This is an optimization exercise on Yosys and OpenROAD, whose aim is small area, a short achievable clock period and few clock cycles per item, not a production implementation. The RTL was checked by simulation tests, not by an equivalence proof against the original design. No activity file was given, so power comes from the tool's default toggle rates.

// scheduled_led_soft_ramp_dimmer_core
module scheduled_led_soft_ramp_dimmer_core (
  input  logic                clk_i,
  input  logic                rst_ni,
  input  logic                cfg_we_i,
  input  logic [CfgIdxW-1:0]  cfg_idx_i,
  input  logic [CfgDataW-1:0] cfg_wdata_i,
  input  logic                in_valid_i,
  output logic                in_ready_o,
  input  logic [20:0]         in_data_i,
  output logic                out_valid_o,
  input  logic                out_ready_i,
  output logic [65:0]         out_data_o
);
  logic [2:0][9:0] tgt_q;
  logic [16:0]     wstart_q, wstop_q;
  logic            smooth_q;
  logic [9:0]      dv_q;      
  logic [9:0]      step_q;
  always_ff @(posedge clk_i or negedge rst_ni) begin
    if (!rst_ni) begin
      tgt_q    <= '0;
      wstart_q <= '0;
      wstop_q  <= '0;
      smooth_q <= 1'b0;
      dv_q     <= DivisorReset;
      step_q   <= StepReset;
    end else if (cfg_we_i) begin
      case (cfg_idx_i)
        3'd0: tgt_q[0] <= cfg_wdata_i[9:0];
        3'd1: tgt_q[1] <= cfg_wdata_i[9:0];
        3'd2: tgt_q[2] <= cfg_wdata_i[9:0];
        3'd3: wstart_q <= cfg_wdata_i;
        3'd4: wstop_q  <= cfg_wdata_i;
        3'd5: smooth_q <= cfg_wdata_i[0];
        3'd6: dv_q     <= (cfg_wdata_i[9:0] == 10'd0) ? 10'd1 : cfg_wdata_i[9:0];
        default: step_q <= cfg_wdata_i[9:0];
      endcase
    end
  end
  logic       wr_div, wr_step;
  logic [2:0] wr_tgt;
  assign wr_div  = cfg_we_i && (cfg_idx_i == 3'd6);
  assign wr_step = cfg_we_i && (cfg_idx_i == 3'd7);
  assign wr_tgt  = {cfg_we_i && (cfg_idx_i == 3'd2),
  ...
Settings: LEC_CHECK=0, CAP_MARGIN=20, CORE_MARGIN=2, CORE_UTILIZATION=40, SLEW_MARGIN=20; clock period 10.0 ns.
standard.sh (not shown) runs the stock make flow with config.mk's settings and CLKGATE_MAP_FILE= SYNTH_SCRIPT=/design/flow/synth_recipe.tcl, a recipe that flattens the netlist after the stock synthesis.
==> flow/flow/run.sh <==
#!/bin/bash
set -euo pipefail
bash standard.sh finish SETUP_SLACK_MARGIN=6.25 \
  'BUFFER_PORTS_ARGS=-buffer_cell sky130_fd_sc_hd__buf_2' > make.log 2>&1
The baseline finished clean.
Testbench counts at the start, summed over its fixed seeds: cycles 4,549, items 3,822.
Then changed:
==> flow/flow/run.sh (replaced) <==
#!/bin/bash
set -euo pipefail
bash standard.sh finish SETUP_SLACK_MARGIN=6 \
  'BUFFER_PORTS_ARGS=-buffer_cell sky130_fd_sc_hd__buf_2' > make.log 2>&1
Settings changed: CAP_MARGIN 20 to 5, SLEW_MARGIN 20 to 5.
Outcome: Register-to-register slack is worse by 0.13 ns. Total power drops by 6.5%. Routed wire length drops by 1.8%.
Then changed:
==> flow/flow/run.sh (replaced) <==
#!/bin/bash
set -euo pipefail
bash standard.sh finish SETUP_SLACK_MARGIN=6 \
  'BUFFER_PORTS_ARGS=-buffer_cell sky130_fd_sc_hd__buf_1' > make.log 2>&1
Settings changed: CAP_MARGIN 5 to 20, SLEW_MARGIN 5 to 20.
Outcome: The new run ran to the end with no violations. Final cell count is about the same. Final area fell by 0.39%. Total power rose by 0.42%. Worst setup slack got worse by 0.070 ns. Die area stays the same. Count of clock-buffer cells in the layout fell by 15. Clock skew fell by 0.0075 ns. Area after synthesis stays the same. Synthesized cell count is unchanged. Sequential cell count stays the same. Routed wire length rose by 0.46%.
Then changed:
==> flow/flow/run.sh (replaced) <==
#!/bin/bash
set -euo pipefail
bash standard.sh finish SETUP_SLACK_MARGIN=6 \
  'BUFFER_PORTS_ARGS=-buffer_cell sky130_fd_sc_hd__buf_2' > make.log 2>&1
Settings changed: PLACE_DENSITY set to 0.75.
Outcome: Final cell count barely changes. Final area stays flat. Non-clock buffer count falls by 7.
Then changed:
Settings changed: CTS_BUF_LIST set to sky130_fd_sc_hd__clkbuf_4 sky130_fd_sc_hd__clkbuf_8, PLACE_DENSITY 0.75 to not set.
Outcome: Synthesized area is unchanged; non-clock buffer count went up by 6; core utilization increases by 0.44 points; worst setup slack is worse by 0.013 ns; clock power barely changes.

## re-timing with driven ports
The flow's constraints put no driver on any port. The routed layouts listed below were extracted and timed again, unchanged, in two steps. Step 1, drivers: a clkbuf_16 drives clk_i and a buf_2 each remaining input, both assumed. Step 2 adds t to the input delays and takes it off the output delays; t is the mean of the earliest and latest rising clock arrival at the registers after step 1. Input paths then give back, and output paths get back, about the clock's delay inside the block. a / b / c = no drivers / after step 1 / after step 2; a / b = the first two.
run	t, ns	slack for setup (ns)	worst setup path after step 2
the first run	0.697	6.210 / 6.210 / 5.648	input to register
the second run	0.668	6.068 / 6.079 / 5.443	input to register
the third run	0.665	5.998 / 5.998 / 5.471	input to register
the fourth run	0.669	6.018 / 6.018 / 5.451	input to register
the fifth run	0.734	6.005 / 6.050 / 5.315	input to register
After both steps every run listed still meets setup and hold. The setup slack of the fifth run, which loses most, moves by +0.045 ns with the drivers and by -0.690 ns with both steps.
